What follows belongs to an exercise in optimizing a design on an open flow for small area, a short achievable clock period and few clock cycles per item; a production flow would make more cautious choices. Function was checked by simulation only, so behaviour that the tests miss may differ from the original. No activity file was given, so power comes from the tool's default toggle rates.

File: run.sh
#!/bin/bash
# synth_recipe.tcl (not shown) runs the flow's synth.tcl, then flattens the netlist and writes it again
# the make line also repeats each setting of config.mk as NAME=value (left out here)
make -C /OpenROAD-flow-scripts/flow DESIGN_CONFIG=/design/flow/config.mk WORK_HOME=/design/flow/orfs CLKGATE_MAP_FILE= SYNTH_SCRIPT=/design/flow/synth_recipe.tcl finish
File: config.mk
export PLATFORM = sky130hd
export DESIGN_NAME = sensor_frame_deframer_smoother
export DESIGN_NICKNAME = sensor_frame_deframer_smoother
export VERILOG_FILES = /design/flow/design.v
export SDC_FILE = /design/flow/constraint.sdc
export NUM_CORES = 4
export LEC_CHECK = 0
export CAP_MARGIN = 20
export CORE_MARGIN = 2
export CORE_UTILIZATION = 40
export PLACE_DENSITY = 0.6
export SETUP_SLACK_MARGIN = 5
export SLEW_MARGIN = 20
File: constraint.sdc
create_clock -name core_clock -period 11.0 [get_ports {clk}]
set_input_delay 2.2000 -clock core_clock [delete_from_list [all_inputs] [get_ports {clk}]]
set_output_delay 2.2000 -clock core_clock [all_outputs]
set_load 0.01 [all_outputs]
File: design.v
`default_nettype none
package sfd_pkg;
	localparam logic [7:0] BYTE_START = 8'h41;
	localparam logic [7:0] BYTE_END   = 8'h40;
	localparam logic [16:0] FACTOR_RESET = 17'd19661;
	localparam logic [16:0] FACTOR_ONE   = 17'd65536;
endpackage
`default_nettype wire
`default_nettype none
import sfd_pkg::*;
module sensor_frame_deframer_smoother (
	input  wire logic         clk,
	input  wire logic         arst_n,
	input  wire logic         rx_valid,
	output logic              rx_ready,
	input  wire logic [7:0]   rx_byte,
	output logic              result_valid,
	input  wire logic         result_ready,
	output logic [28:0]       encoder_angle_avg,
	output logic [31:0]       wind_speed_avg,
	output logic [31:0]       wind_angle_avg,
	output logic [15:0]       raw_count,
	output logic              float_saturated,
	input  wire logic         cfg_we,
	input  wire logic [16:0]  cfg_wdata
);
	function automatic logic [32:0] to_q16(input logic [31:0] bits);
		logic        s;
		logic [7:0]  e;
		logic [7:0]  sh;
		logic [31:0] mag;
		logic        inr;
		logic        big;
		logic [31:0] v;
		logic        sat;
		begin
			s   = bits[31];
			e   = bits[30:23];
			sh  = 8'd142 - e;
			mag = {1'b1, bits[22:0], 8'b0} >> sh[4:0];
			inr = (e >= 8'd111) && (e <= 8'd141);
			big = (e >= 8'd142);
			sat = big && !(s && (e == 8'd142) && (bits[22:0] == 23'd0));
			if (inr) begin
				v = s ? (~mag + 32'd1) : mag;
			end else if (big && !((e == 8'hFF) && (bits[22:0] != 23'd0))) begin
				v = s ? 32'h8000_0000 : 32'h7FFF_FFFF;
			end else begin
				v = 32'd0;
			end
			to_q16 = {sat, v};
		end
	endfunction
	function automatic logic [2:0] booth(input logic b2, input logic b1, input logic b0);
		booth = {b2 & !(b1 & b0), (b2 & !b1 & !b0) | (!b2 & b1 & b0), b1 ^ b0};
	endfunction
	function automatic logic [34:0] brow(input logic [2:0] c, input logic [32:0] x);
		logic [34:0] m;
		begin
			m = c[0] ? {{2{x[32]}}, x} : (c[1] ? {x[32], x, 1'b0} : 35'd0);
			brow = m ^ {35{c[2]}};
		end
	endfunction
	logic [7:0]  hist_q [11];
	logic [3:0]  fill_q;
	logic        start_q;
	logic        pend_q;
	logic        snapped_q;
	logic        valid_q;
	logic [10:1] ph_q;
	logic        run;
	logic        busy_d;
	logic        xfer;
	logic        snap;
	logic        ph0;
	assign run      = |ph_q;
	assign busy_d   = snapped_q || run;
	assign rx_ready = !(pend_q && busy_d);
	assign xfer     = rx_valid && rx_ready;
	assign snap     = pend_q && !busy_d;
	assign ph0      = snapped_q && !valid_q && !run;
	always_ff @(posedge clk) begin
		if (xfer) begin
			hist_q[0] <= rx_byte;
			for (int i = 1; i < 11; i++) begin
				hist_q[i] <= hist_q[i-1];
			end
		end
	end
	always_ff @(posedge clk or negedge arst_n) begin
		if (!arst_n) begin
			fill_q  <= '0;
			start_q <= 1'b0;
			pend_q  <= 1'b0;
		end else begin
			if (xfer) begin
				if (fill_q != 4'd10) begin
					fill_q <= fill_q + 4'd1;
				end
				start_q <= (fill_q == 4'd10) && (hist_q[9] == BYTE_START);
			end
			pend_q <= (xfer && start_q && (rx_byte == BYTE_END)) || (pend_q && !snap);
		end
	end
	logic [32:0] d_q;
	logic [15:0] cnt_q;
	logic        sat_q;
	logic [15:0] cnt_out_q;
	logic        sat_out_q;
	logic [31:0] xs_q;
	logic [31:0] xd_q;
	logic        shf_q;
	logic        s1_q;
	logic [15:0] frame_cnt;
	logic [21:0] cnt45;
	logic [31:0] conv_in;
	logic [32:0] conv;
	assign frame_cnt = {hist_q[10], hist_q[9]};
	assign conv_in   = snap ? {hist_q[8], hist_q[7], hist_q[6], hist_q[5]} :
		(shf_q ? {hist_q[5], hist_q[4], hist_q[3], hist_q[2]}
		       : {hist_q[4], hist_q[3], hist_q[2], hist_q[1]});
	assign conv      = to_q16(conv_in);
	assign cnt45     = ({6'd0, frame_cnt} << 5) + ({6'd0, frame_cnt} << 3)
		+ ({6'd0, frame_cnt} << 2) + {6'd0, frame_cnt};
	always_ff @(posedge clk) begin
		shf_q <= xfer;
		s1_q  <= snap;
		if (snap) begin
			cnt_q <= frame_cnt;
			sat_q <= conv[32];
			xs_q  <= conv[31:0];
		end else if (s1_q) begin
			sat_q <= sat_q | conv[32];
			xd_q  <= conv[31:0];
		end
		if (ph_q[10]) begin
			cnt_out_q <= cnt_q;
			sat_out_q <= sat_q;
		end
	end
	logic [16:0] g_q;
	logic [31:0] p0_q;
	logic [31:0] p1_q;
	logic [31:0] p2_q;
	logic [2:0]  ca_q;
	logic [2:0]  cb_q;
	logic [2:0]  cc_q;
	logic [43:0] accs_q;
	logic [43:0] accc_q;
	logic        cin_q;
	logic        ph_sub;
	logic        step0;
	logic        step1;
	logic        step2;
	logic [2:0]  bw [9];
	logic [49:0] ang_t;
	logic [31:0] xin;
	logic [32:0] diff;
	logic [34:0] row_a;
	logic [34:0] row_b;
	logic [34:0] row_c;
	logic [49:0] in0;
	logic [49:0] in1;
	logic [49:0] in2;
	logic [49:0] in3;
	logic [49:0] in4;
	logic [49:0] in5;
	logic [49:0] s1;
	logic [49:0] c1;
	logic [49:0] s2;
	logic [49:0] c2;
	logic [49:0] s3;
	logic [49:0] c3;
	logic [49:0] cs_s;
	logic [49:0] cs_c;
	logic [6:0]  low;
	logic [31:0] a_new;
	always_comb begin
		for (int j = 0; j < 8; j++) begin
			bw[j] = booth(g_q[2*j+1], g_q[2*j], (j == 0) ? 1'b0 : g_q[2*j-1]);
		end
		bw[8] = {2'b00, g_q[16] | g_q[15]};
	end
	assign ph_sub = ph_q[3] | ph_q[6];
	assign step0  = ph_q[1] | ph_q[4] | ph_q[7];
	assign step1  = ph_q[2] | ph_q[5] | ph_q[8];
	assign step2  = ph_q[3] | ph_q[6] | ph_q[9];
	assign ang_t = {4'd0, ({24'd0, d_q[21:0]} << 24) | {24'd0, d_q[21:0]}}
		+ ({28'd0, d_q[21:0]} << 12)
		+ {~{p0_q[31], p0_q}, 17'd0}
		+ 50'h3_0000;
	assign xin  = ph_q[3] ? xs_q : xd_q;
	assign diff = {xin[31], xin} - {p1_q[31], p1_q};
	always_ff @(posedge clk) begin
		if (step0) begin
			ca_q <= bw[3]; cb_q <= bw[4]; cc_q <= bw[5];
		end else if (step1) begin
			ca_q <= bw[6]; cb_q <= bw[7]; cc_q <= bw[8];
		end else begin
			ca_q <= bw[0]; cb_q <= bw[1]; cc_q <= bw[2];
		end
	end
	assign row_a = brow(ca_q, d_q);
	assign row_b = brow(cb_q, d_q);
	assign row_c = brow(cc_q, d_q);
	assign in0 = {{13{row_a[34]}}, row_a, 2'd0};
	assign in1 = {{11{row_b[34]}}, row_b, 4'd0};
	assign in2 = {{9{row_c[34]}}, row_c, 6'd0};
	assign in3 = step0 ? {p0_q, 18'd0} : {6'd0, accs_q};
	assign in4 = step0 ? 50'd0 : {6'd0, accc_q};
	assign in5 = {43'd0, cc_q[2], 1'b0, cb_q[2], 1'b0, ca_q[2], 1'b0, cin_q & !step0};
	assign s1   = in0 ^ in1 ^ in2;
	assign c1   = ((in0 & in1) | (in0 & in2) | (in1 & in2)) << 1;
	assign s2   = in3 ^ in4 ^ in5;
	assign c2   = ((in3 & in4) | (in3 & in5) | (in4 & in5)) << 1;
	assign s3   = s1 ^ c1 ^ s2;
	assign c3   = ((s1 & c1) | (s1 & s2) | (c1 & s2)) << 1;
	assign cs_s = s3 ^ c3 ^ c2;
	assign cs_c = ((s3 & c3) | (s3 & c2) | (c3 & c2)) << 1;
	assign low  = {1'b0, cs_s[5:0]} + {1'b0, cs_c[5:0]};
	assign a_new = accs_q[31:0] + accc_q[31:0] + {31'd0, cin_q};
	always_ff @(posedge clk) begin
		accs_q <= cs_s[49:6];
		accc_q <= cs_c[49:6];
		cin_q  <= low[6];
		if (snap) begin
			d_q <= {11'd0, cnt45};
		end else if (ph0) begin
			d_q <= ang_t[49:17];
		end else if (ph_sub) begin
			d_q <= diff;
		end
	end
	always_ff @(posedge clk or negedge arst_n) begin
		if (!arst_n) begin
			g_q       <= FACTOR_RESET;
			valid_q   <= 1'b0;
			snapped_q <= 1'b0;
			ph_q      <= '0;
			p0_q      <= '0;
			p1_q      <= '0;
			p2_q      <= '0;
		end else begin
			if (cfg_we) begin
				g_q <= (cfg_wdata > FACTOR_ONE) ? FACTOR_ONE : cfg_wdata;
			end
			if (snap) begin
				snapped_q <= 1'b1;
			end else if (ph0) begin
				snapped_q <= 1'b0;
			end
			ph_q <= {ph_q[9:1], ph0};
			if (ph_q[10]) begin
				valid_q <= 1'b1;
			end else if (valid_q && result_ready) begin
				valid_q <= 1'b0;
			end
			if (step2) begin
				p0_q <= p1_q;
				p1_q <= p2_q;
			end
			if (ph_q[4] || ph_q[7] || ph_q[10]) begin
				p2_q <= a_new;
			end
		end
	end
	assign result_valid      = valid_q;
	assign encoder_angle_avg = p0_q[28:0];
	assign wind_speed_avg    = p1_q;
	assign wind_angle_avg    = p2_q;
	assign raw_count         = cnt_out_q;
	assign float_saturated   = sat_out_q;
endmodule
`default_nettype wire
==> metrics.md, run 1 <==
| Metric | Value |
|---|---|
| Ys async rst share | just under 30% |
| Post-route ant nets | 0 |
| Critical path's largest stage delay | 0.67 ns |
| Vias in the first global route | ~24k |
| RSZ-0062 raised after global routing | false |
| CTS H-tree lvls | 2 |
| CTS Buffer Depth | 3 |
| Initial antenna violation count | 1 |
| Seq/Total Area, Yosys | a little over a third |
| Count of cell types in the netlist | 96 |
| First-pass DRT Iterations | 5 |
| Cell Int Power | ~5.4 mW |
| R2r setup slk | between 5 and 6 ns |
| P_leak | around 15 nW |
| Sw Pwr | 3.89 mW |
| Num Clock Sinks | 450 |
| Mapped Cells | 3197 |
| Crit path DAT | 6.00 ns |
| Final WS setup | approximately 5.3 ns |
| Design area | between 30000 and 40000 µm² |
| Crit Path Max Fanout | 72 |
| Post-synth top cells | nand2_1 (355), o21ai_0 (243), ha_1 (237) |
| Number of CTS-inserted buffers | between 50 and 60 |
| Final wirelength | 94.9 mm |
| Largest area contributor in the synthesized netlist | edfxtp_1 |
| Gr ovfl total | 0 |
| Port Buf Inserts | 141 |
| Total Neg Setup Slack | 0 ns |
| Crit share post-route | 51.5% |
| Top Ports | ~140 |
| Max Slew Vio Count | 0 |
| Die area | about 83000 µm² |
| Pwr dens | ~250 nW/µm² |
| First-pass GRT wire length | 146 mm |
| Clock Latency Late Sink | roughly 0.64 ns |
| Post-Syn Area per Cell | 10.1 µm² |
| Synth Net Count | between 3k and 4k |
| Total track usage | between 20% and 30% |
| Peak supply drop | roughly 0.12 mV |
| Power, Total | about 9.3 mW |
| Root Driver | clkbuf_16 |
| Initial Util | 40.3% |
| Crit-path slowest cell | or4_1 |
| Clock network power share | approximately a fifth |
| Part of the power in combinational logic | between 50 and 60% |
| Yosys reg bits | 450 |
| Post-synth EDFFs | 208 |
| Total number of vias | between 20k and 25k |
| Max-cap viol count | 0 |
| Fin nets | approximately 3.7k |
| Crit path kind | flip-flop to flip-flop |
| Vias per std cell | about 5.6 |
| GPL Wtd Cong | between 0.9 and 1 |
| DRC Markers | 0 |
| Sequential Power Share | approximately 28% |
| Cells along the critical path | nor3_4, buf_12, nand4_1, buf_4, mux2_2, ha_2, clkinvlp_4, buf_4, mux4_2, nor3_1, a21oi_1, a211o_1, or2_2, or4_1, nor3_4, nand2_2, nor4b_2, nor3_1 |
| Data required time of the worst path | around 11 ns |
| Switching share of power | between 40% and 50% |
| CP delay by family, top | simple AND/OR/NAND/NOR gates |
| Layout cells sized above 1 | under 10% |
| Share of the synthesized area in the top cell type | between 10% and 20% |
| Mapped Area | around 32000 µm² |
| Cell Rows | 104 |
| Die Wd | about 290 µm |
| Final core utilization | between 40% and 50% |
| Final hold vios | 0 |
| Outcome | no timing/DRC/antenna violations |
| Clock-pin transition on the worst setup and hold timing paths | 0.06 ns |
| Clock skew | 0.0487 ns |
| HP Class | flip-flop to flip-flop |
| Synth top area cells | edfxtp_1 (19%), fa_1 (10%), dfrtp_1 (9.5%), ha_1 (9.2%), dfxtp_1 (6.9%) |
| DRT iter0 DRCs | a little under 2k |
| Max_slew headroom | a little under a third |
| Core ar. | roughly 80000 µm² |
| Synth Warn # | 3 |
| CTS tree | yes |
| Placed Area | roughly 34000 µm² |
| WL per Instance | around 22 µm |
| Place WS | between 3 and 4 ns |
| Top-count cell post-synth | nand2_1 |
| Largest net degree at the start of global routing | just over 80 |
| Worst path buffer plus inverter count | 4 |
| FMAX | approximately 180 MHz |
| Final setup violation count | 0 |
| Setup crit start kind | flip-flop |
| Tmin final | around 5.7 ns |
| Slew @ Worst Pin | slightly above 1 ns |
| Die Height | between 200 and 300 µm |
| Post-DP HPWL | between 70 and 80 mm |
| Post-synth top flop | edfxtp_1 |
| Synth-to-layout area growth | 12.8% |
| Worst Setup End Kind | flip-flop |
area by class of cell:
type | instances | area [µm²]
inverter | 193 | 728
tap | 1060 | 1330
multi-input combinational | 2370 | 19000
clock inverter | 33 | 329
timing repair buffer | 192 | 1820
sequential | 450 | 11800
fill | 7665 | 43700
clock buffer | 67 | 1470
antenna | 1 | 2.50
kinds of logic (layout without fill, tap and decap cells):
group                      count (synthesis)  in the layout  share of synthesized area, %
and+or+nand+nor                          849            850                          12.5
buffers and inverters                    378            485                          5.03
xor gates and xnor gates                 191            191                          5.18
muxes                                    195            195                          7.14
adders and majority gates                405            405                          19.6
AOI/OAI and AO/OA                        729            729                          14.1
other                                      0              1                             0
DFF                                      450            450                          36.4
power by group through the flow:
| stage | Combinational (mW) | Clock [mW] | Sequential [mW] |
|---|---|---|---|
| after floorplan | 3.32 | 0 | 2.49 |
| after global placement | 4.77 | 0 | 2.64 |
| after detailed placement | 4.82 | 0 | 2.64 |
| after CTS | 4.85 | 1.86 | 2.62 |
| after global routing | 5.45 | 1.92 | 2.66 |
| final | 4.82 | 1.82 | 2.61 |
cell usage in the layout, fill, tap and decap left out, types with 9 or more instances in the layout:
master,instances
or3_1,16
nor2b_1,18
edfxtp_1,208
a21oi_1,162
dfxtp_1,109
clkdlybuf4s50_1,140
nand2b_1,22
mux4_2,21
a31oi_1,25
nand3_1,52
mux2i_1,102
buf_4,48
nor2_1,139
a22oi_1,64
dfrtp_1,122
nor3_1,69
xor2_1,52
xnor2_1,139
nor4_1,24
a21o_1,38
clkbuf_16,55
and2_1,68
and3_1,14
o21bai_1,14
o31ai_1,9
inv_1,189
a211oi_1,24
o22ai_1,26
mux2_2,70
o21ai_0,242
nand2_1,355
o211ai_1,17
ha_1,236
clkinv_2,16
nand4_1,15
o21a_1,25
fa_1,168
layer usage:
metal / GRT usage (%) / part of all wire [%] / vias to the layer above
li1: - / - / 11500
met1: 30.8 / 43 / 12014
met2: 37.9 / 47 / 685
met3: 2.84 / 5.5 / 140
met4: 8.26 / 3.7 / 2
met5: 0 / 0.014 / -
final timing paths:
kind	from	endpoint	depth (start not counted)
setup / recovery	ph_q[6]	xs_q[31]	18
hold / removal	cnt_q[15]	cnt_out_q[15]	0
setup reg to reg	ph_q[6]	xs_q[31]	18
hold reg to reg	cnt_q[15]	cnt_out_q[15]	0
max in group asynchronous	arst_n	p0_q[7]	2
min in group asynchronous	arst_n	p2_q[0]	1
state kept, by name, indices dropped and copies added, names as in the netlist, 33 cells and up:
signal / flops
accc_q: 44
d_q: 33
accs_q: 44
hist_q: 88
stage by stage:
stage / hold WS (ns) / instances
3_3_place_gp: 0.390 / 4253
3_5_place_dp: 0.398 / 4253
5_1_grt: 0.426 / 4365
6_report: 0.418 / 4366
4_1_cts: 0.420 / 4362
2_1_floorplan: 0.374 / 3197
what timing repair did:
item | CTS | global route
setup buffers | 8 | 2
cloned | 1 | 0
pin swaps | 4 | 0
hold buffers | 0 | 0
resized for setup | 6 | 7
endpoints found under the setup margin | 64 | 40
hold endpoints to repair | 0 | 0
Testbench counts, summed over its fixed seeds: cycles 14,504, items 1,200.
==> run 2, diff against run 1 <==
--- a/design.v
+++ b/design.v
@@ -26,3 +26,3 @@
 );
-	function automatic logic [32:0] to_q16(input logic [31:0] bits);
+	function automatic logic [33:0] to_q16(input logic [31:0] bits);
 		logic        s;
@@ -44,3 +44,3 @@
 			if (inr) begin
-				v = s ? (~mag + 32'd1) : mag;
+				v = s ? ~mag : mag;
 			end else if (big && !((e == 8'hFF) && (bits[22:0] != 23'd0))) begin
@@ -50,3 +50,3 @@
 			end
-			to_q16 = {sat, v};
+			to_q16 = {sat, inr & s, v};
 		end
@@ -71,3 +71,2 @@
 	logic        run;
-	logic        busy_d;
 	logic        xfer;
@@ -75,8 +74,15 @@
 	logic        ph0;
-	assign run      = |ph_q;
-	assign busy_d   = snapped_q || run;
-	assign rx_ready = !(pend_q && busy_d);
-	assign xfer     = rx_valid && rx_ready;
-	assign snap     = pend_q && !busy_d;
-	assign ph0      = snapped_q && !valid_q && !run;
+	logic        busy_q;
+	logic        rdy_q;
+	logic        pend_n;
+	logic        snapped_n;
+	logic        busy_n;
+	assign run       = |ph_q;
+	assign rx_ready  = rdy_q;
+	assign xfer      = rx_valid && rdy_q;
+	assign snap      = pend_q && !busy_q;
+	assign ph0       = snapped_q && !valid_q && !run;
+	assign pend_n    = (xfer && start_q && (rx_byte == BYTE_END)) || (pend_q && !snap);
+	assign snapped_n = snap || (snapped_q && !ph0);
+	assign busy_n    = snapped_n || ph0 || (|ph_q[9:1]);
 	always_ff @(posedge clk) begin
@@ -94,3 +100,7 @@
 			pend_q  <= 1'b0;
+			busy_q  <= 1'b0;
+			rdy_q   <= 1'b1;
 		end else begin
+			busy_q <= busy_n;
+			rdy_q  <= !(pend_n && busy_n);
 			if (xfer) begin
@@ -101,3 +111,3 @@
 			end
-			pend_q <= (xfer && start_q && (rx_byte == BYTE_END)) || (pend_q && !snap);
+			pend_q <= pend_n;
 		end
@@ -109,4 +119,4 @@
 	logic        sat_out_q;
-	logic [31:0] xs_q;
-	logic [31:0] xd_q;
+	logic [32:0] xs_q;
+	logic [32:0] xd_q;
 	logic        shf_q;
@@ -116,3 +126,3 @@
 	logic [31:0] conv_in;
-	logic [32:0] conv;
+	logic [33:0] conv;
 	assign frame_cnt = {hist_q[10], hist_q[9]};
@@ -129,7 +139,7 @@
 			cnt_q <= frame_cnt;
-			sat_q <= conv[32];
-			xs_q  <= conv[31:0];
+			sat_q <= conv[33];
+			xs_q  <= conv[32:0];
 		end else if (s1_q) begin
-			sat_q <= sat_q | conv[32];
-			xd_q  <= conv[31:0];
+			sat_q <= sat_q | conv[33];
+			xd_q  <= conv[32:0];
 		end
@@ -156,3 +166,3 @@
 	logic [49:0] ang_t;
-	logic [31:0] xin;
+	logic [32:0] xin;
 	logic [32:0] diff;
@@ -192,3 +202,3 @@
 	assign xin  = ph_q[3] ? xs_q : xd_q;
-	assign diff = {xin[31], xin} - {p1_q[31], p1_q};
+	assign diff = {xin[31], xin[31:0]} + {~p1_q[31], ~p1_q} + {31'd0, xin[32], !xin[32]};
 	always_ff @(posedge clk) begin
@@ -246,7 +256,3 @@
 			end
-			if (snap) begin
-				snapped_q <= 1'b1;
-			end else if (ph0) begin
-				snapped_q <= 1'b0;
-			end
+			snapped_q <= snapped_n;
 			ph_q <= {ph_q[9:1], ph0};
==> metrics.md, run 2 <==
| Metric | Value |
|---|---|
| Outcome | no timing/DRC/antenna violations |
| Largest area contributor in the synthesized netlist | edfxtp_1 |
| Top-count cell post-synth | nand2_1 |
| Slew @ Worst Pin | roughly 1.1 ns |
| Synth Warn # | 3 |
| Top Registers | hist_q: 88 flops, accc_q: 44 flops, accs_q: 44 flops |
| CTS resizes | 0 |
| HP Class | flip-flop to flip-flop |
| Total Neg Setup Slack | 0 ns |
| Max reg flops | around 90 |
| CTS tree | yes |
| DRC Markers | 0 |
| Sw Pwr | approximately 4.4 mW |
| Layout cells sized above 1 | 8.54% |
| Core ar. | between 70000 and 80000 µm² |
| FMAX | between 200 and 250 MHz |
| Max-cap viol count | 0 |
| Fin nets | roughly 3.6k |
| Top Ports | between 100 and 150 |
| DRT iter0 DRCs | about 1.5k |
| First-pass GRT wire length | roughly 140 mm |
| Most flop-heavy register | hist_q |
| Post-synth top flop | edfxtp_1 |
| Number of CTS-inserted buffers | 54 |
| Final setup violation count | 0 |
| Part of the power in combinational logic | 55.6% |
| Yosys reg bits | about 450 |
| Max_slew headroom | a little over a quarter |
| Crit path kind | flip-flop to flip-flop |
| Post-synth EDFFs | 210 |
| Post-synth top cells | nand2_1 (327), ha_1 (269), o21ai_0 (241) |
| # hold bufs at CTS | 0 |
| Vias in the first global route | around 23k |
| Post-DP HPWL | about 70 mm |
| Synth-to-layout area growth | 13.1% |
| Total number of vias | roughly 23k |
| Crit Path Max Fanout | 34 |
| First-pass DRT Iterations | 5 |
| CTS H-tree lvls | 2 |
| Setup crit start kind | flip-flop |
| Synth Net Count | around 3.6k |
| Tmin final | ~5.0 ns |
| Most frequent cells in the layout | nand2_1 (327), ha_1 (269), o21ai_0 (241) |
| Clock-pin transition on the worst setup and hold timing paths | 0.07 ns |
| Gr ovfl total | 0 |
| Total track usage | ~22% |
| P_leak | between 15 and 20 nW |
| Crit share post-route | 45.3% |
| Final wirelength | between 80 and 90 mm |
| Share of the synthesized area in the top cell type | 19.7% |
| Final hold vios | 0 |
| Worst Setup End Kind | flip-flop |
| Ys async rst share | between 20 and 30% |
| Data required time of the worst path | 11.49 ns |
| Die area | 82200 µm² |
| Post-route ant nets | 0 |
| RSZ-0062 raised after global routing | false |
| Root Driver | clkbuf_16 |
| Largest net degree at the start of global routing | 73 |
| Cell Int Power | roughly 5.8 mW |
| Post-Syn Area per Cell | around 10 µm² |
| Cells after DPL | 4155 |
| Crit path DAT | 5.48 ns |
| Final Non-Filler Cells | 4257 |
| WL per Instance | 21.0 µm |
| Initial antenna violation count | 1 |
| Sequential Power Share | 25.2% |
| Number of diodes | 0 |
| Die Height | between 200 and 300 µm |
| Clock network power share | a little under a fifth |
| Pwr dens | between 200 and 300 nW/µm² |
| Switching share of power | between 40% and 50% |
| Vias per std cell | between 5 and 6 |
| Seq/Total Area, Yosys | roughly 37% |
| Peak supply drop | 0.135 mV |
| Power, Total | between 10 and 15 mW |
| Max Slew Vio Count | 0 |
| Mapped Cells | about 3.1k |
| Num Clock Sinks | about 450 |
| Post-CTS setup buffers | 0 |
| Port Buf Inserts | ~140 |
| Initial Util | 40.4% |
| Synth top area cells | edfxtp_1 (20%), fa_1 (11%), ha_1 (11%), dfrtp_1 (9.7%), dfxtp_1 (6.9%) |
| Cell Rows | approximately 100 |
| Count of cell types in the netlist | 86 |
| Most common library cell in the layout ignoring fill and taps | nand2_1 |
| Clock skew | about 0.05 ns |
| CTS Buffer Depth | 3 |
| GPL Wtd Cong | 0.931 |
| Mapped Area | around 32000 µm² |
| Clock Latency Late Sink | around 0.64 ns |
| Die Wd | about 290 µm |
[run 2: power by group through the flow]
stage | logic [mW] | clock network, mW | registers [mW]
4_1_cts | 5.69 | 2.00 | 2.57
2_1_floorplan | 3.82 | 0 | 2.51
3_3_place_gp | 5.61 | 0 | 2.60
5_1_grt | 6.36 | 2.06 | 2.62
3_5_place_dp | 5.60 | 0 | 2.60
6_report | 5.67 | 1.96 | 2.57
[run 2: area by class of cell]
class                           instances  area (µm²)
Timing Repair Buffer                  175        1670
Clock buffer                           67        1460
Tap cell                             1050        1310
Multi-Input combinational cell       2272       18600
Fill cell                            7493       43000
Clock inverter                         35         500
Sequential cell                       454       11900
Inverter                              204         768
[run 2: kinds of logic (layout without fill, tap and decap cells)]
kind of cell	count (synthesis)	in the layout	synth area share (%)
simple gates	736	736	10.8
compound gates	669	669	12.8
flops	454	454	37.1
fa+ha+maj	439	439	21.2
buf+inv	367	481	4.89
mux	220	220	7.61
xor+xnor	208	208	5.72
[run 2: path summary, 6_finish.rpt]
path | slack, ns | depth (start not counted) | to | start
min reg2reg | 0.39 | 0 | ph_q[3] | ph_q[2]
min in group asynchronous | 1.66 | 1 | ph_q[6] | arst_n
min | 0.39 | 0 | ph_q[3] | ph_q[2]
max reg2reg | 6.02 | 15 | d_q[31] | ph_q[3]
max | 6.02 | 15 | d_q[31] | ph_q[3]
max in group asynchronous | 7.97 | 2 | p2_q[19] | arst_n
[run 2: routing by layer]
layer	wire length (µm)	global-route usage [%]	vias to the layer above
li1	-	-	10998
met1	40400	29.7	11017
met2	40900	34.8	584
met3	5560	4.47	114
met4	2680	6.54	0
met5	0	0	-
[run 2: metrics by stage]
stage | setup slack [ns] | cell area, µm² | hold slack, ns | util [%]
4_1_cts | 6.00 | 36200 | 0.391 | 45.7
2_1_floorplan | 6.24 | 32000 | 0.352 | -
3_5_place_dp | 6.08 | 34200 | 0.381 | 43.2
6_report | 6.02 | 36200 | 0.386 | 45.7
3_3_place_gp | 6.11 | 34200 | 0.379 | 43.2
5_1_grt | 5.58 | 36200 | 0.397 | 45.7
[run 2: worst max-delay path: stages, from the launching register on]
cell      delay, ns
dfrtp_1        0.39
buf_4          0.44
mux2i_1        0.20
fa_1           0.53
inv_1          0.04
ha_1           0.21
fa_1           0.48
a211oi_1       0.38
o211ai_1       0.18
a41oi_1        0.51
o21bai_1       0.33
a211oi_1       0.30
mux2_2         0.36
o221ai_1       0.20
o311a_1        0.20
a21oi_1        0.04
Testbench counts of run 2, summed over its fixed seeds: cycles 14,504, items 1,200.
==> run 3, diff against run 2 <==
--- a/design.v
+++ b/design.v
@@ -9,2 +9,37 @@
 `default_nettype none
+module sfd_add #(
+	parameter int W = 32
+) (
+	input  wire logic [W-1:0] a,
+	input  wire logic [W-1:0] b,
+	input  wire logic         cin,
+	output logic [W-1:0]      s,
+	output logic              cout
+);
+	localparam int L = $clog2(W);
+	logic [W-1:0] p;
+	logic [W-1:0] gg [L+1];
+	logic [W-1:0] pp [L+1];
+	logic [W:0]   c;
+	assign p     = a ^ b;
+	assign gg[0] = (a & b) | {{(W-1){1'b0}}, p[0] & cin};
+	assign pp[0] = p;
+	for (genvar l = 0; l < L; l++) begin : g_lvl
+		for (genvar i = 0; i < W; i++) begin : g_bit
+			if (((i >> l) & 1) == 1) begin : g_op
+				localparam int J = ((i >> l) << l) - 1;
+				assign gg[l+1][i] = gg[l][i] | (pp[l][i] & gg[l][J]);
+				assign pp[l+1][i] = pp[l][i] & pp[l][J];
+			end else begin : g_pass
+				assign gg[l+1][i] = gg[l][i];
+				assign pp[l+1][i] = pp[l][i];
+			end
+		end
+	end
+	assign c    = {gg[L], cin};
+	assign s    = p ^ c[W-1:0];
+	assign cout = c[W];
+endmodule
+`default_nettype wire
+`default_nettype none
 import sfd_pkg::*;
@@ -132,4 +167,21 @@
 	assign conv      = to_q16(conv_in);
-	assign cnt45     = ({6'd0, frame_cnt} << 5) + ({6'd0, frame_cnt} << 3)
-		+ ({6'd0, frame_cnt} << 2) + {6'd0, frame_cnt};
+	logic [21:0] m45_s1;
+	logic [21:0] m45_c1;
+	logic [21:0] m45_s2;
+	logic [21:0] m45_c2;
+	logic        m45_co;
+	assign m45_s1 = ({6'd0, frame_cnt} << 5) ^ ({6'd0, frame_cnt} << 3) ^ ({6'd0, frame_cnt} << 2);
+	assign m45_c1 = ((({6'd0, frame_cnt} << 5) & ({6'd0, frame_cnt} << 3))
+		| (({6'd0, frame_cnt} << 5) & ({6'd0, frame_cnt} << 2))
+		| (({6'd0, frame_cnt} << 3) & ({6'd0, frame_cnt} << 2))) << 1;
+	assign m45_s2 = m45_s1 ^ m45_c1 ^ {6'd0, frame_cnt};
+	assign m45_c2 = ((m45_s1 & m45_c1) | (m45_s1 & {6'd0, frame_cnt})
+		| (m45_c1 & {6'd0, frame_cnt})) << 1;
+	sfd_add #(.W(22)) u_add45 (
+		.a    (m45_s2),
+		.b    (m45_c2),
+		.cin  (1'b0),
+		.s    (cnt45),
+		.cout (m45_co)
+	);
 	always_ff @(posedge clk) begin
@@ -197,8 +249,29 @@
 	assign step2  = ph_q[3] | ph_q[6] | ph_q[9];
-	assign ang_t = {4'd0, ({24'd0, d_q[21:0]} << 24) | {24'd0, d_q[21:0]}}
-		+ ({28'd0, d_q[21:0]} << 12)
-		+ {~{p0_q[31], p0_q}, 17'd0}
-		+ 50'h3_0000;
+	logic [49:0] ang_a1;
+	logic [49:0] ang_a2;
+	logic [49:0] ang_a3;
+	logic [49:0] ang_s;
+	logic [49:0] ang_c;
+	logic        ang_co;
+	logic        diff_co;
+	assign ang_a1 = {4'd0, ({24'd0, d_q[21:0]} << 24) | {24'd0, d_q[21:0]}};
+	assign ang_a2 = {28'd0, d_q[21:0]} << 12;
+	assign ang_a3 = {~{p0_q[31], p0_q}, 17'h1_0000};
+	assign ang_s  = ang_a1 ^ ang_a2 ^ ang_a3;
+	assign ang_c  = ((ang_a1 & ang_a2) | (ang_a1 & ang_a3) | (ang_a2 & ang_a3)) << 1;
+	sfd_add #(.W(50)) u_add_ang (
+		.a    (ang_s),
+		.b    (ang_c),
+		.cin  (1'b0),
+		.s    (ang_t),
+		.cout (ang_co)
+	);
 	assign xin  = ph_q[3] ? xs_q : xd_q;
-	assign diff = {xin[31], xin[31:0]} + {~p1_q[31], ~p1_q} + {31'd0, xin[32], !xin[32]};
+	sfd_add #(.W(33)) u_add_diff (
+		.a    ({xin[31], xin[31:0]}),
+		.b    (~{p1_q[31], p1_q}),
+		.cin  (xin[32]),
+		.s    (diff),
+		.cout (diff_co)
+	);
 	always_ff @(posedge clk) begin
@@ -219,3 +292,3 @@
 	assign in3 = step0 ? {p0_q, 18'd0} : {6'd0, accs_q};
-	assign in4 = step0 ? 50'd0 : {6'd0, accc_q};
+	assign in4 = step0 ? {31'd0, g_q, 2'd0} : {6'd0, accc_q};
 	assign in5 = {43'd0, cc_q[2], 1'b0, cb_q[2], 1'b0, ca_q[2], 1'b0, cin_q & !step0};
@@ -229,4 +302,17 @@
 	assign cs_c = ((s3 & c3) | (s3 & c2) | (c3 & c2)) << 1;
-	assign low  = {1'b0, cs_s[5:0]} + {1'b0, cs_c[5:0]};
-	assign a_new = accs_q[31:0] + accc_q[31:0] + {31'd0, cin_q};
+	logic        anew_co;
+	sfd_add #(.W(6)) u_add_low (
+		.a    (cs_s[5:0]),
+		.b    (cs_c[5:0]),
+		.cin  (1'b0),
+		.s    (low[5:0]),
+		.cout (low[6])
+	);
+	sfd_add #(.W(32)) u_add_new (
+		.a    (accs_q[31:0]),
+		.b    (accc_q[31:0]),
+		.cin  (cin_q),
+		.s    (a_new),
+		.cout (anew_co)
+	);
 	always_ff @(posedge clk) begin
==> metrics.md, run 3 <==
| Metric | Value |
|---|---|
| Place WS | roughly 6.5 ns |
| Vias in the first global route | 21.7k |
| Layout cells sized above 1 | roughly a tenth |
| RSZ-0062 raised after global routing | false |
| Final WS setup | 6.56 ns |
| Num Clock Sinks | about 450 |
| Initial Util | approximately two fifths |
| Seq/Total Area, Yosys | between 30% and 40% |
| Post-DP HPWL | 69.4 mm |
| Final core utilization | a little under half |
| Clock Latency Late Sink | between 0.6 and 0.7 ns |
| Post-route ant nets | 0 |
| Reg2reg start | ph_q[3] |
| Post-synth EDFFs | 210 |
| Top Registers | hist_q: 88 flops, accc_q: 44 flops, accs_q: 44 flops |
| Total Neg Setup Slack | 0 ns |
| Peak supply drop | about 0.14 mV |
| P_leak | 14.4 nW |
| Most common library cell in the layout ignoring fill and taps | nand2_1 |
| Port Buf Inserts | about 140 |
| HP Class | flip-flop to flip-flop |
| Largest area contributor in the synthesized netlist | edfxtp_1 |
| Post-CTS setup buffers | 0 |
| Mapped Cells | ~2.8k |
| Gr ovfl total | 0 |
| Tmin final | 4.44 ns |
| DRT iter0 DRCs | 2119 |
| CTS H-tree lvls | 2 |
| # hold bufs at CTS | 0 |
| Post-Syn Area per Cell | between 10 and 15 µm² |
| Clock-pin transition on the worst setup and hold timing paths | about 0.060 ns |
| R2r endpoint | d_q[30] |
| First-pass GRT wire length | 137 mm |
| Total number of vias | around 21k |
| Clock skew | 0.0410 ns |
| Worst Setup EP | d_q[30] |
| Max reg flops | 88 |
| Ys async rst share | between 20 and 30% |
| Crit path kind | flip-flop to flip-flop |
| R2R depth | 14 |
| WL per Instance | between 20 and 25 µm |
| Crit path DAT | 4.93 ns |
| Final Non-Filler Cells | between 3k and 4k |
| Slew @ Worst Pin | between 1 and 1.5 ns |
| Number of CTS-inserted buffers | 52 |
| Data required time of the worst path | roughly 11 ns |
| Outcome | no timing/DRC/antenna violations |
| Pwr dens | approximately 270 nW/µm² |
| Final setup violation count | 0 |
| Die area | 77300 µm² |
| Yosys reg bits | between 400 and 500 |
| Synth Warn # | 18 |
| First-pass DRT Iterations | 6 |
| Crit share post-route | 40.4% |
| Design area | roughly 34000 µm² |
| Setup crit start kind | flip-flop |
| Final hold slack | a little over 0.4 ns |
| Synth top area cells | edfxtp_1 (21%), fa_1 (12%), dfrtp_1 (10%), ha_1 (8.7%), dfxtp_1 (7.4%) |
| CTS resizes | 0 |
| Top-count cell post-synth | nand2_1 |
| Max Slew Vio Count | 0 |
| Worst setup path startpoint | ph_q[3] |
| R2r setup slk | approximately 6.6 ns |
| Max-cap viol count | 0 |
| Count of cell types in the netlist | 84 |
| Core ar. | about 74000 µm² |
| Top Ports | around 140 |
| GPL Wtd Cong | 0.976 |
| Initial antenna violation count | 3 |
| FMAX | between 200 and 250 MHz |
| Final wirelength | 89.3 mm |
| Cells after DPL | roughly 3.8k |
| Total track usage | a little under a quarter |
| CTS tree | yes |
| Most frequent cells in the layout | nand2_1 (309), edfxtp_1 (210), ha_1 (208) |
| Share of the synthesized area in the top cell type | roughly a fifth |
| Synth-to-layout area growth | 13.0% |
| Root Driver | clkbuf_16 |
| Die Height | about 280 µm |
| Vias per std cell | 5.55 |
| Synth Net Count | approximately 3.2k |
| Worst Setup End Kind | flip-flop |
| Post-synth top flop | edfxtp_1 |
| Crit Path Max Fanout | 28 |
| Most flop-heavy register | hist_q |
| Post-synth top cells | nand2_1 (309), edfxtp_1 (210), ha_1 (208) |
| DRC Markers | 0 |
| Final hold vios | 0 |
| Cell Rows | 100 |
| Mapped Area | 30000 µm² |
| Fillers | around 7k |
| Die Wd | around 280 µm |
| Largest net degree at the start of global routing | 96 |
| Placed Area | approximately 32000 µm² |
| Power, Total | between 9 and 10 mW |
| Max_slew headroom | approximately 26% |
| Fin nets | 3273 |
| CTS Buffer Depth | 3 |
## run 3: per-layer routing
layer  track usage (%)  part of all wire, %  vias up
li1                  -                    -     9869
met1              33.8                   46    10673
met2              35.3                   44      799
met3              3.89                  7.0      121
met4              7.07                  3.1        0
met5                 0                    0        -
## run 3: cells by family after synthesis
family | synth area share [%]
simple gates | 9.72
compound gates | 11.5
flops | 39.5
fa+ha+maj | 20.6
buf+inv | 4.99
mux | 7.85
xor+xnor | 5.80
## run 3: cell type report
cell class / instances / area [µm²] / area share (%)
Clock buffer: 73 / 1440 / 4.24
Timing Repair Buffer: 176 / 1720 / 5.07
Antenna cell: 1 / 2.50 / 0.00737
Clock inverter: 24 / 256 / 0.756
Sequential cell: 454 / 11900 / 35.0
Inverter: 197 / 743 / 2.19
Multi-Input combinational cell: 1975 / 16700 / 49.2
Tap cell: 969 / 1210 / 3.57
## run 3: critical path: stages (launching register included)
cell and delay (ns):
dfrtp_1 0.57, buf_4 0.44, mux2i_1 0.18, fa_1 0.48
fa_1 0.43, nand2b_1 0.18, a21oi_1 0.26, o211a_1 0.23
o21ai_0 0.12, buf_4 0.20, a211oi_1 0.41, a21oi_1 0.15
xnor2_1 0.22, o21ai_0 0.13, a311oi_1 0.31
## run 3: worst min-delay path by stage
stage	startpoint	end	depth (start not counted)
CTS	ph_q[8]	ph_q[9]	0
global placement	ph_q[5]	ph_q[6]	0
floorplan	ph_q[3]	ph_q[4]	0
detailed placement	ph_q[8]	ph_q[9]	0
global route	ph_q[5]	ph_q[6]	0
finish	ph_q[8]	ph_q[9]	0
## run 3: power breakdown
group	total, mW	internal, mW	switching, mW
logic	4.85	2.04	2.81
registers	2.62	2.22	0.403
clock network	1.72	0.992	0.732
Testbench counts of run 3, summed over its fixed seeds: cycles 14,504, items 1,200.
==> run 4, diff against run 3 <==
--- a/design.v
+++ b/design.v
@@ -64,3 +64,3 @@
 		logic [7:0]  e;
-		logic [7:0]  sh;
+		logic [62:0] y;
 		logic [31:0] mag;
@@ -73,4 +73,4 @@
 			e   = bits[30:23];
-			sh  = 8'd142 - e;
-			mag = {1'b1, bits[22:0], 8'b0} >> sh[4:0];
+			y   = {31'd0, 1'b1, bits[22:0], 8'b0} << e[4:0];
+			mag = e[7] ? y[45:14] : {15'd0, y[62:46]};
 			inr = (e >= 8'd111) && (e <= 8'd141);
@@ -156,4 +156,5 @@
 	logic [32:0] xd_q;
-	logic        shf_q;
 	logic        s1_q;
+	logic        dsel0_q;
+	logic        dsel1_q;
 	logic [15:0] frame_cnt;
@@ -163,5 +164,5 @@
 	assign frame_cnt = {hist_q[10], hist_q[9]};
-	assign conv_in   = snap ? {hist_q[8], hist_q[7], hist_q[6], hist_q[5]} :
-		(shf_q ? {hist_q[5], hist_q[4], hist_q[3], hist_q[2]}
-		       : {hist_q[4], hist_q[3], hist_q[2], hist_q[1]});
+	assign conv_in   = ({32{snap}} & {hist_q[8], hist_q[7], hist_q[6], hist_q[5]})
+		| ({32{dsel1_q}} & {hist_q[5], hist_q[4], hist_q[3], hist_q[2]})
+		| ({32{dsel0_q}} & {hist_q[4], hist_q[3], hist_q[2], hist_q[1]});
 	assign conv      = to_q16(conv_in);
@@ -187,4 +188,5 @@
 	always_ff @(posedge clk) begin
-		shf_q <= xfer;
-		s1_q  <= snap;
+		s1_q    <= snap;
+		dsel0_q <= snap && !xfer;
+		dsel1_q <= snap && xfer;
 		if (snap) begin
@@ -206,2 +208,3 @@
 	logic [31:0] p2_q;
+	logic        selx_q;
 	logic [2:0]  ca_q;
@@ -268,3 +271,3 @@
 	);
-	assign xin  = ph_q[3] ? xs_q : xd_q;
+	assign xin  = selx_q ? xs_q : xd_q;
 	sfd_add #(.W(33)) u_add_diff (
@@ -277,2 +280,7 @@
 	always_ff @(posedge clk) begin
+		if (ph_q[2]) begin
+			selx_q <= 1'b1;
+		end else if (ph_q[5]) begin
+			selx_q <= 1'b0;
+		end
 		if (step0) begin
==> metrics.md, run 4 <==
| Metric | Value |
|---|---|
| Post-synthesis simple-gate area fraction | under 10% |
| Share of the synthesized area in the top cell type | between 20% and 30% |
| DRC Markers | 0 |
| Crit-path slowest cell | a21oi_1 |
| Largest net degree at the start of global routing | 91 |
| WL per Instance | about 23 µm |
| Met3 wire len | between 5 and 6 mm |
| First-pass GRT wire length | between 100 and 150 mm |
| Max reg flops | between 80 and 90 |
| Max_slew headroom | 32.3% |
| Post-synthesis compound-gate area fraction | 13.1% |
| Peak supply drop | about 0.14 mV |
| Worst path buffer plus inverter count | 3 |
| Post-synth top flop | edfxtp_1 |
| Reg2reg start | pend_q |
| # hold bufs at CTS | 0 |
| Top-count cell post-synth | nand2_1 |
| Mapped Cells | ~2.8k |
| Largest area contributor in the synthesized netlist | edfxtp_1 |
| GPL Wtd Cong | around 0.94 |
| Post-CTS setup buffers | 0 |
| First-pass DRT Iterations | 6 |
| Highest routed layer | met5 |
| P_leak | ~14 nW |
| R2r endpoint | xs_q[21] |
| M1 WL | around 39 mm |
| Layout cells sized above 1 | under 10% |
| Worst setup path startpoint | pend_q |
| Total track usage | approximately a quarter |
| Gr ovfl total | 0 |
| Post-route ant nets | 0 |
| Most prevalent standard cell on the critical path | buf_4 |
| Clock-pin transition on the worst setup and hold timing paths | approximately 0.06 ns |
| Setup crit start kind | flip-flop |
| Ys async rst share | 29.2% |
| Multiplexer share of the synthesized area | 6.48% |
| Final Non-Filler Cells | approximately 4k |
| Worst Setup End Kind | flip-flop |
| Synth top area cells | edfxtp_1 (21%), fa_1 (12%), dfrtp_1 (10%), ha_1 (8.4%), dfxtp_1 (7.5%) |
| Total Neg Setup Slack | 0 ns |
| Pwr dens | ~260 nW/µm² |
| Slew @ Worst Pin | between 1 and 1.5 ns |
| Tmin final | between 5 and 6 ns |
| Crit share post-route | roughly 50% |
| Place WS | 5.24 ns |
| Count of cell types in the netlist | just under 80 |
| Fin nets | 3287 |
| CTS Buffer Depth | 3 |
| Data required time of the worst path | between 10 and 15 ns |
| Max Slew Vio Count | 0 |
| Outcome | no timing/DRC/antenna violations |
| HP Class | flip-flop to flip-flop |
| R2r setup slk | approximately 5.5 ns |
| Vias per std cell | 5.64 |
| Final wirelength | 90.3 mm |
| Total number of vias | about 22k |
| Crit path DAT | just under 6 ns |
| Initial Util | roughly two fifths |
| Final hold vios | 0 |
| Post-DP HPWL | 69.0 mm |
| Top Ports | about 140 |
| Fillers | about 6.8k |
| Number of diodes | 0 |
| Root Driver | clkbuf_16 |
| Yosys reg bits | between 400 and 500 |
| CTS tree | yes |
| Max-cap viol count | 0 |
| Final hold slack | 0.396 ns |
| Num Clock Sinks | between 400 and 500 |
| Cells after DPL | between 3k and 4k |
| Synth Warn # | 18 |
| Hold-critical path depth | 0 |
| Final WS setup | ~5.5 ns |
| Crit path kind | flip-flop to flip-flop |
| Most frequent cells in the layout | nand2_1 (280), o21ai_0 (222), edfxtp_1 (210) |
| Post-synth top cells | nand2_1 (283), o21ai_0 (222), edfxtp_1 (210) |
| Largest family of logic cells by synthesized area | adder cells |
| CTS H-tree lvls | 2 |
| Most common library cell in the layout ignoring fill and taps | nand2_1 |
| Adder-Cell Fraction of Synth Area | 20.3% |
| Clock Latency Late Sink | about 0.62 ns |
| Final setup violation count | 0 |
| Post-synth EDFFs | 210 |
| Initial antenna violation count | 6 |
| Metal2 WL | 42.6 mm |
| DRT iter0 DRCs | 2205 |
| CTS resizes | 0 |
| Cell Rows | 100 |
| CP delay by family, top | compound AO/OA/AOI/OAI gates |
| Die Height | ~280 µm |
| Mapped Area | 30000 µm² |
| Worst hold endpoint | ph_q[7] |
| Synth-to-layout area growth | 13.2% |
| R2R depth | 12 |
| RSZ-0062 raised after global routing | false |
| Synth Net Count | between 3k and 4k |
| Power, Total | approximately 8.9 mW |
| Post-Syn Area per Cell | 10.7 µm² |
| Seq/Total Area, Yosys | slightly below 40% |
| Die Wd | ~280 µm |
| Port Buf Inserts | 141 |
| Top Registers | hist_q: 88 flops, accc_q: 44 flops, accs_q: 44 flops |
| Crit Path Max Fanout | 73 |
| Die area | a little under 80000 µm² |
| FMAX | around 180 MHz |
| Cells along the critical path | nand2b_2, buf_4, clkinv_2, buf_4, a21oi_1, nor4_1, o21ai_1, nand2_1, nand2_2, nor2_1, a21boi_1, o311ai_0 |
| Synth Area in XOR/XNOR | under 10% |
| Min-delay src | ph_q[6] |
| Most flop-heavy register | hist_q |
| Core ar. | around 74000 µm² |
| Number of CTS-inserted buffers | 52 |
| Critical path's largest stage delay | approximately 0.85 ns |
| Vias in the first global route | roughly 22k |
| Clock skew | 0.0423 ns |
run 4: cell count changes after synthesis, moves of 12 or more:
cell	delta
a21o_1	-12
a21oi_1	-16
a22oi_1	+24
mux2_2	-19
nand2_1	-26
nor2_1	-12
o211ai_1	-14
o21ai_0	+45
run 4: kinds of logic after synthesis:
logic type	Yosys count
AO/OA/AOI/OAI	616
XOR/XNOR	196
adder cells (fa/ha/maj)	381
buffers and inverters	363
flip-flops	456
multiplexers	181
AND/OR/NAND/NOR	613
run 4: worst register-to-register path, stage by stage (launching register included):
cell and delay, ns:
dfrtp_1 0.39, nand2b_2 0.07, buf_4 0.52, clkinv_2 0.66, buf_4 0.58, a21oi_1 0.91, nor4_1 0.24, o21ai_1 0.25
nand2_1 0.09, nand2_2 0.48, nor2_1 0.26, a21boi_1 0.44, o311ai_0 0.29
run 4: worst max path at each step:
stage / slack, ns / depth (start not counted) / endpoint
after global placement: 5.40 / 12 / xd_q[20]
after floorplan: 6.21 / 5 / rdy_q
after global routing: 5.01 / 12 / xd_q[23]
after CTS: 5.21 / 12 / xs_q[22]
after detailed placement: 5.24 / 12 / xs_q[22]
final: 5.51 / 12 / xs_q[21]
run 4: area by class of cell:
class,count,area (µm²),share of cell area (%)
multi-input combinational,1987,16600,48.8
sequential,456,11900,35.0
inverter,205,772,2.27
clock inverter,23,347,1.02
timing repair buffer,174,1660,4.89
clock buffer,72,1500,4.41
tap,969,1210,3.57
run 4: metal layers:
| layer | vias to the layer above | track usage, % |
|---|---|---|
| met5 | - | 0 |
| met1 | 10933 | 32.0 |
| met3 | 136 | 3.62 |
| met4 | 2 | 7.51 |
| met2 | 818 | 38.3 |
| li1 | 10038 | - |
run 4: through the flow:
stage | util [%] | instance area, µm²
floorplan | - | 30000
global placement | 43.2 | 32100
detailed placement | 43.2 | 32100
CTS | 45.7 | 34000
global route | 45.7 | 34000
finish | 45.7 | 34000
run 4: power by group:
group / internal (mW) / switching, mW / total, mW
Combinational: 1.94 / 2.54 / 4.48
Clock: 1.12 / 0.746 / 1.87
Sequential: 2.22 / 0.382 / 2.60
Testbench counts of run 4, summed over its fixed seeds: cycles 14,504, items 1,200.
==> run 5, diff against run 4 <==
--- a/design.v
+++ b/design.v
@@ -111,2 +111,3 @@
 	logic        rdy_q;
+	logic        snap_q;
 	logic        pend_n;
@@ -117,3 +118,3 @@
 	assign xfer      = rx_valid && rdy_q;
-	assign snap      = pend_q && !busy_q;
+	assign snap      = snap_q;
 	assign ph0       = snapped_q && !valid_q && !run;
@@ -137,3 +138,5 @@
 			rdy_q   <= 1'b1;
+			snap_q  <= 1'b0;
 		end else begin
+			snap_q <= pend_n && !busy_n;
 			busy_q <= busy_n;
@@ -296,8 +299,9 @@
 	assign row_c = brow(cc_q, d_q);
-	assign in0 = {{13{row_a[34]}}, row_a, 2'd0};
-	assign in1 = {{11{row_b[34]}}, row_b, 4'd0};
-	assign in2 = {{9{row_c[34]}}, row_c, 6'd0};
+	assign in0 = {13'd0, !row_a[34], row_a[33:0], 2'd0};
+	assign in1 = {11'd0, !row_b[34], row_b[33:0], 4'd0};
+	assign in2 = {9'd0, !row_c[34], row_c[33:0], 6'd0};
 	assign in3 = step0 ? {p0_q, 18'd0} : {6'd0, accs_q};
 	assign in4 = step0 ? {31'd0, g_q, 2'd0} : {6'd0, accc_q};
-	assign in5 = {43'd0, cc_q[2], 1'b0, cb_q[2], 1'b0, ca_q[2], 1'b0, cin_q & !step0};
+	assign in5 = 50'h3_feb0_0000_0000
+		| {43'd0, cc_q[2], 1'b0, cb_q[2], 1'b0, ca_q[2], 1'b0, cin_q & !step0};
 	assign s1   = in0 ^ in1 ^ in2;
--- a/config.mk
+++ b/config.mk
@@ -9,4 +9,4 @@
 export CORE_MARGIN = 2
-export CORE_UTILIZATION = 40
-export PLACE_DENSITY = 0.6
+export CORE_UTILIZATION = 55
+export PLACE_DENSITY = 0.7
 export SETUP_SLACK_MARGIN = 5
==> metrics.md, run 5 <==
| Metric | Value |
|---|---|
| Data required time of the worst path | between 10 and 15 ns |
| Share of the synthesized area in the top cell type | between 20% and 30% |
| Top-count cell post-synth | nand2_1 |
| Pwr dens | between 150 and 200 nW/µm² |
| Seq/Total Area, Yosys | 40.4% |
| Max-cap viol count | 0 |
| Tmin final | roughly 4.7 ns |
| First-pass GRT wire length | 123 mm |
| Port Buf Inserts | 141 |
| Max_slew headroom | about 34% |
| Core ar. | 52800 µm² |
| DRC Markers | 0 |
| Clock-pin transition on the worst setup and hold timing paths | approximately 0.06 ns |
| Largest net degree at the start of global routing | about 120 |
| Slew @ Worst Pin | 0.989 ns |
| Met2 Usage GRT | 46.3% |
| Layout cells sized above 1 | under 10% |
| Most common library cell in the layout ignoring fill and taps | nand2_1 |
| R2R depth | 10 |
| Clock skew | approximately 0.032 ns |
| Number of diodes | 0 |
| Crit Path Max Fanout | 77 |
| First-pass DRT Iterations | 10 |
| Mapped Cells | roughly 2.8k |
| Fillers | around 4.3k |
| Total Neg Setup Slack | 0 ns |
| Top Registers | hist_q: 88 flops, accc_q: 44 flops, accs_q: 44 flops |
| Yosys reg bits | around 460 |
| Die area | 55500 µm² |
| Most flop-heavy register | hist_q |
| Synth Net Count | approximately 3.2k |
| Largest area contributor in the synthesized netlist | edfxtp_1 |
| CTS H-tree lvls | 2 |
| FMAX | between 200 and 250 MHz |
| Die Height | 236 µm |
| Vias in the first global route | approximately 21k |
| CTS resizes | 0 |
| Max Slew Vio Count | 0 |
| Root Driver | clkbuf_16 |
| DRT iter0 DRCs | around 2.2k |
| Top Ports | ~140 |
| Crit path kind | flip-flop to flip-flop |
| Total number of vias | around 21k |
| HP Class | flip-flop to flip-flop |
| Max reg flops | 88 |
| Vias per std cell | roughly 6 |
| Post-synth EDFFs | 210 |
| Initial antenna violation count | 1 |
| Busiest grt layer | met2 |
| Post-synth top cells | nand2_1 (305), edfxtp_1 (210), ha_1 (207) |
| Crit path DAT | about 5 ns |
| Design area | ~33000 µm² |
| Post-route ant nets | 0 |
| GR Util met3 | ~4.9% |
| Gr ovfl total | 0 |
| # hold bufs at CTS | 0 |
| Final Non-Filler Cells | between 3k and 4k |
| Total track usage | 28.7% |
| GPL Wtd Cong | between 0.9 and 1 |
| Post-synth top flop | edfxtp_1 |
| WL per Instance | 22.2 µm |
| Post-DP HPWL | roughly 60 mm |
| Ys async rst share | 29.2% |
| Hold-critical path depth | 0 |
| RSZ-0062 raised after global routing | false |
| Post-Syn Area per Cell | roughly 11 µm² |
| Setup crit start kind | flip-flop |
| Num Clock Sinks | between 400 and 500 |
| Outcome | no timing/DRC/antenna violations |
| GR Util met1 | a little under two fifths |
| Number of CTS-inserted buffers | 50 |
| P_leak | 13.0 nW |
| Worst Setup End Kind | flip-flop |
| Die Wd | 236 µm |
| Place WS | approximately 6.3 ns |
| Clock Latency Late Sink | 0.61 ns |
| Post-CTS setup buffers | 0 |
| Synth top area cells | edfxtp_1 (21%), fa_1 (11%), dfrtp_1 (11%), ha_1 (8.8%), dfxtp_1 (7.7%) |
| Synth Warn # | 18 |
| CTS tree | yes |
| Count of cell types in the netlist | 83 |
| Final WS setup | ~6.3 ns |
| Final wirelength | 79.5 mm |
| CTS Buffer Depth | 3 |
| Placed Area | around 31000 µm² |
| Most frequent cells in the layout | nand2_1 (305), edfxtp_1 (210), ha_1 (207) |
| Initial Util | between 50% and 60% |
| Peak supply drop | ~0.14 mV |
| Final setup violation count | 0 |
| Synth-to-layout area growth | 11.6% |
| Crit share post-route | between 40% and 50% |
| Cells after DPL | roughly 3.5k |
| Final hold vios | 0 |
| Mapped Area | between 20000 and 30000 µm² |
| R2r setup slk | between 6 and 7 ns |
| Cell Rows | 84 |
| Fin nets | roughly 3.2k |
-- run 5: layout make-up --
class / count / area (µm²) / area share (%)
clock buffers: 80 / 1520 / 4.61
repair buffers: 176 / 1690 / 5.12
flip-flops and latches: 456 / 11900 / 36.2
inverters: 208 / 782 / 2.37
multi-input cells: 1956 / 16100 / 48.8
clock inverters: 14 / 98.8 / 0.300
well taps: 688 / 861 / 2.61
-- run 5: through the flow --
stage          util [%]  hold slack (ns)  total power, mW
6_report           62.4            0.403             5.98
5_1_grt            62.4            0.412             6.42
4_1_cts            62.4            0.403             6.05
3_5_place_dp       59.4            0.381             4.38
3_3_place_gp       59.4            0.374             4.31
2_1_floorplan         -            0.354             3.69
-- run 5: cell families (layout without fill, tap and decap cells) --
logic type	after synthesis	in the layout	synth area share, %
muxes	164	164	5.96
adders and majority gates	371	371	19.9
buffers and inverters	371	478	5.23
xor gates and xnor gates	192	192	5.70
DFF	456	456	40.4
and+or+nand+nor	630	630	9.69
AOI/OAI and AO/OA	599	599	13.2
-- run 5: worst max-delay path, stage by stage, from the launching register on --
cell,delay [ns]
dfrtp_4,0.84
buf_4,0.81
a222oi_1,0.26
buf_4,0.31
or4_1,0.60
nor2_1,0.15
a31oi_1,0.17
o21ai_2,0.71
nor2_2,0.16
a21oi_1,0.20
o221ai_1,0.16
-- run 5: power breakdown --
group	internal [mW]	switching, mW
clock network	0.950	0.702
registers	1.99	0.134
logic	0.974	1.23
total	3.91	2.07
-- run 5: path summary, 6_finish.rpt --
check,startpoint,end
min reg2reg,ph_q[3],ph_q[4]
min,ph_q[3],ph_q[4]
max reg2reg,snap_q,xs_q[4]
max,snap_q,xs_q[4]
max in group asynchronous,arst_n,p0_q[31]
min in group asynchronous,arst_n,p1_q[8]
-- run 5: routing by layer --
layer,up-vias,wire (µm)
met4,0,3540
li1,9928,-
met5,-,0
met2,803,37000
met1,10541,33600
met3,183,5290
Testbench counts of run 5, summed over its fixed seeds: cycles 14,504, items 1,200.
==> run 6, diff against run 5 <==
--- a/config.mk
+++ b/config.mk
@@ -9,4 +9,4 @@
 export CORE_MARGIN = 2
-export CORE_UTILIZATION = 55
-export PLACE_DENSITY = 0.7
+export CORE_UTILIZATION = 40
+export PLACE_DENSITY = 0.6
 export SETUP_SLACK_MARGIN = 5
==> metrics.md, run 6 <==
| Metric | Value |
|---|---|
| Data required time of the worst path | between 10 and 15 ns |
| RSZ-0062 raised after global routing | false |
| Largest net degree at the start of global routing | between 70 and 80 |
| Tmin final | around 4.4 ns |
| Post-route ant nets | 0 |
| Ys async rst share | a little under 30% |
| Synth Warn # | 18 |
| Post-CTS setup buffers | 0 |
| Fin nets | between 3k and 4k |
| Crit-path slowest cell | edfxtp_1 |
| Total track usage | a little over a fifth |
| Synth-to-layout area growth | 13.3% |
| Mapped Cells | 2783 |
| GPL Wtd Cong | 0.922 |
| Most frequent cells in the layout | nand2_1 (305), edfxtp_1 (210), ha_1 (207) |
| DRC Markers | 0 |
| Initial antenna violation count | 0 |
| Final hold vios | 0 |
| Die Wd | roughly 280 µm |
| Yosys reg bits | approximately 460 |
| HP Class | flip-flop to flip-flop |
| Max-cap viol count | 0 |
| Total number of vias | 21.3k |
| Final WS setup | 6.63 ns |
| Top Ports | between 100 and 150 |
| Port Buf Inserts | roughly 140 |
| Layout cells sized above 1 | under 10% |
| Cell Rows | 99 |
| Max reg flops | 88 |
| Vias in the first global route | between 20k and 25k |
| Post-synth EDFFs | 210 |
| Outcome | no timing/DRC/antenna violations |
| Final setup violation count | 0 |
| Largest area contributor in the synthesized netlist | edfxtp_1 |
| Vias per std cell | roughly 5.5 |
| Max Slew Vio Count | 0 |
| Num Clock Sinks | 456 |
| Most prevalent standard cell on the critical path | fa_1 |
| Root Driver | clkbuf_16 |
| Crit path kind | flip-flop to flip-flop |
| Post-synth top flop | edfxtp_1 |
| Worst path buffer plus inverter count | 0 |
| Crit path DAT | ~4.7 ns |
| Clock Latency Late Sink | approximately 0.6 ns |
| CTS H-tree lvls | 2 |
| Top-count cell post-synth | nand2_1 |
| Most flop-heavy register | hist_q |
| CTS resizes | 0 |
| Clock skew | 0.0316 ns |
| CTS tree | yes |
| Number of CTS-inserted buffers | 52 |
| Count of cell types in the netlist | 83 |
| Seq/Total Area, Yosys | 40.4% |
| Metal2 WL | between 40 and 50 mm |
| P_leak | 13.0 nW |
| Design area | 33400 µm² |
| Setup crit start kind | flip-flop |
| Placed Area | about 32000 µm² |
| Slew @ Worst Pin | about 1.1 ns |
| Met3 wire len | roughly 3.8 mm |
| M1 WL | roughly 36 mm |
| Post-Syn Area per Cell | 10.6 µm² |
| Gr ovfl total | 0 |
| Pwr dens | around 180 nW/µm² |
| Die area | between 70000 and 80000 µm² |
| # hold bufs at CTS | 0 |
| Post-synth top cells | nand2_1 (305), edfxtp_1 (210), ha_1 (207) |
| WL per Instance | around 21 µm |
| Post-DP HPWL | between 60 and 70 mm |
| Crit share post-route | ~40% |
| CP delay by family, top | adder cells |
| First-pass GRT wire length | about 130 mm |
| Place WS | 6.31 ns |
| Highest routed layer | met4 |
| Total Neg Setup Slack | 0 ns |
| FMAX | roughly 230 MHz |
| Die Height | 276 µm |
| Most common library cell in the layout ignoring fill and taps | nand2_1 |
| Final wirelength | 82.4 mm |
| Top Registers | hist_q: 88 flops, accc_q: 44 flops, accs_q: 44 flops |
| Cells along the critical path | fa_1, fa_1, ha_1, o21ai_0, o211a_1, o31ai_1, o221a_2, a21oi_1, o21bai_1, fa_1, nand2_1, o21ai_0 |
| First-pass DRT Iterations | 7 |
| DRT iter0 DRCs | 1869 |
| Mapped Area | 29500 µm² |
| Initial Util | between 40% and 50% |
| Share of the synthesized area in the top cell type | 21.4% |
| Clock-pin transition on the worst setup and hold timing paths | approximately 0.060 ns |
| Synth Net Count | around 3.2k |
| Power, Total | 6.10 mW |
| Synth top area cells | edfxtp_1 (21%), fa_1 (11%), dfrtp_1 (11%), ha_1 (8.8%), dfxtp_1 (7.7%) |
| Worst Setup End Kind | flip-flop |
| Critical path's largest stage delay | roughly 0.55 ns |
| Crit Path Max Fanout | 7 |
| CTS Buffer Depth | 3 |
| Peak supply drop | 0.114 mV |
| Core ar. | 73000 µm² |
| Max_slew headroom | slightly below 30% |
run 6: cell types whose count changed in the layout (fill, tap and decap cells not counted), sizes merged:
cell and delta:
bufinv +5, diode +1, clkinv +3, clkinvlp -1
buf +1, clkbuf -3
run 6: power by group:
part	internal, mW	switching (mW)
Combinational	0.970	1.24
Sequential	1.99	0.134
Clock	1.04	0.727
Total	4.00	2.10
run 6: cell type report:
cell class              instances  area [µm²]
diodes                          1        2.50
clock buffers                  77        1460
clock inverters                21         278
fillers                      6729       39500
inverters                     208         782
multi-input cells            1956       16100
flip-flops and latches        456       11900
well taps                     959        1200
repair buffers                177        1700
run 6: path summary, 6_finish.rpt:
kind | start | to | slack [ns] | cells after the start
min in group asynchronous | arst_n | p0_q[1] | 1.62 | 1
max in group asynchronous | arst_n | ph_q[9] | 7.94 | 2
setup / recovery | hist_q[9][2] | d_q[16] | 6.63 | 12
hold / removal | ph_q[6] | ph_q[7] | 0.40 | 0
hold reg to reg | ph_q[6] | ph_q[7] | 0.40 | 0
setup reg to reg | hist_q[9][2] | d_q[16] | 6.63 | 12
run 6: metal layers:
| layer | GRT usage, % | vias to the layer above |
|---|---|---|
| met3 | 2.37 | 132 |
| met5 | 0 | - |
| li1 | - | 9942 |
| met1 | 28.4 | 10577 |
| met2 | 37.5 | 625 |
| met4 | 6.59 | 0 |
run 6: logic make-up after synthesis:
kind of cell,synth area share [%]
xor+xnor,5.70
fa+ha+maj,19.9
simple gates,9.69
mux,5.96
buf+inv,5.23
flops,40.4
compound gates,13.2
run 6: stage by stage:
step	hold slack (ns)	util [%]	cells
finish	0.397	45.8	3855
global route	0.411	45.8	3854
CTS	0.403	45.8	3854
detailed placement	0.388	43.4	3756
global placement	0.375	43.4	3755
floorplan	0.354	-	2783

what the ideal ports hide:
Ports are ideal in the flow. The routed layouts listed here were re-timed in OpenROAD.
Step 1 (the two cells are an assumption about what drives the block):
set clk [get_ports {clk}]
set_driving_cell -lib_cell sky130_fd_sc_hd__clkbuf_16 $clk
set_driving_cell -lib_cell sky130_fd_sc_hd__buf_2 [delete_from_list [all_inputs] $clk]
Step 2 adds t to the input delays and takes it off the output delays; t is the mean of the earliest and latest rising clock arrival at the registers after step 1. Input paths then give back, and output paths get back, about the clock's delay inside the block.
Three values: ideal ports, drivers, drivers and shift; two values: the first two.
| run | t, ns | setup slack, ns | worst hold slack (ns) |
|---|---|---|---|
| run 1 | 0.680 | 5.337 / 5.337 / 5.337 | 0.418 / 0.418 / 0.418 |
| run 2 | 0.688 | 6.015 / 6.015 / 6.015 | 0.386 / 0.386 / 0.386 |
| run 3 | 0.676 | 6.558 / 6.558 / 6.558 | 0.403 / 0.403 / 0.403 |
| run 4 | 0.671 | 5.512 / 5.512 / 5.512 | 0.396 / 0.396 / 0.396 |
| run 5 | 0.659 | 6.283 / 6.283 / 6.283 | 0.403 / 0.403 / 0.403 |
| run 6 | 0.665 | 6.627 / 6.627 / 6.331 | 0.397 / 0.397 / 0.397 |
After both steps setup and hold are still met in every run listed. For run 6, which loses most, drivers alone change the setup slack by 0.000 ns; drivers and shift together by -0.296 ns.
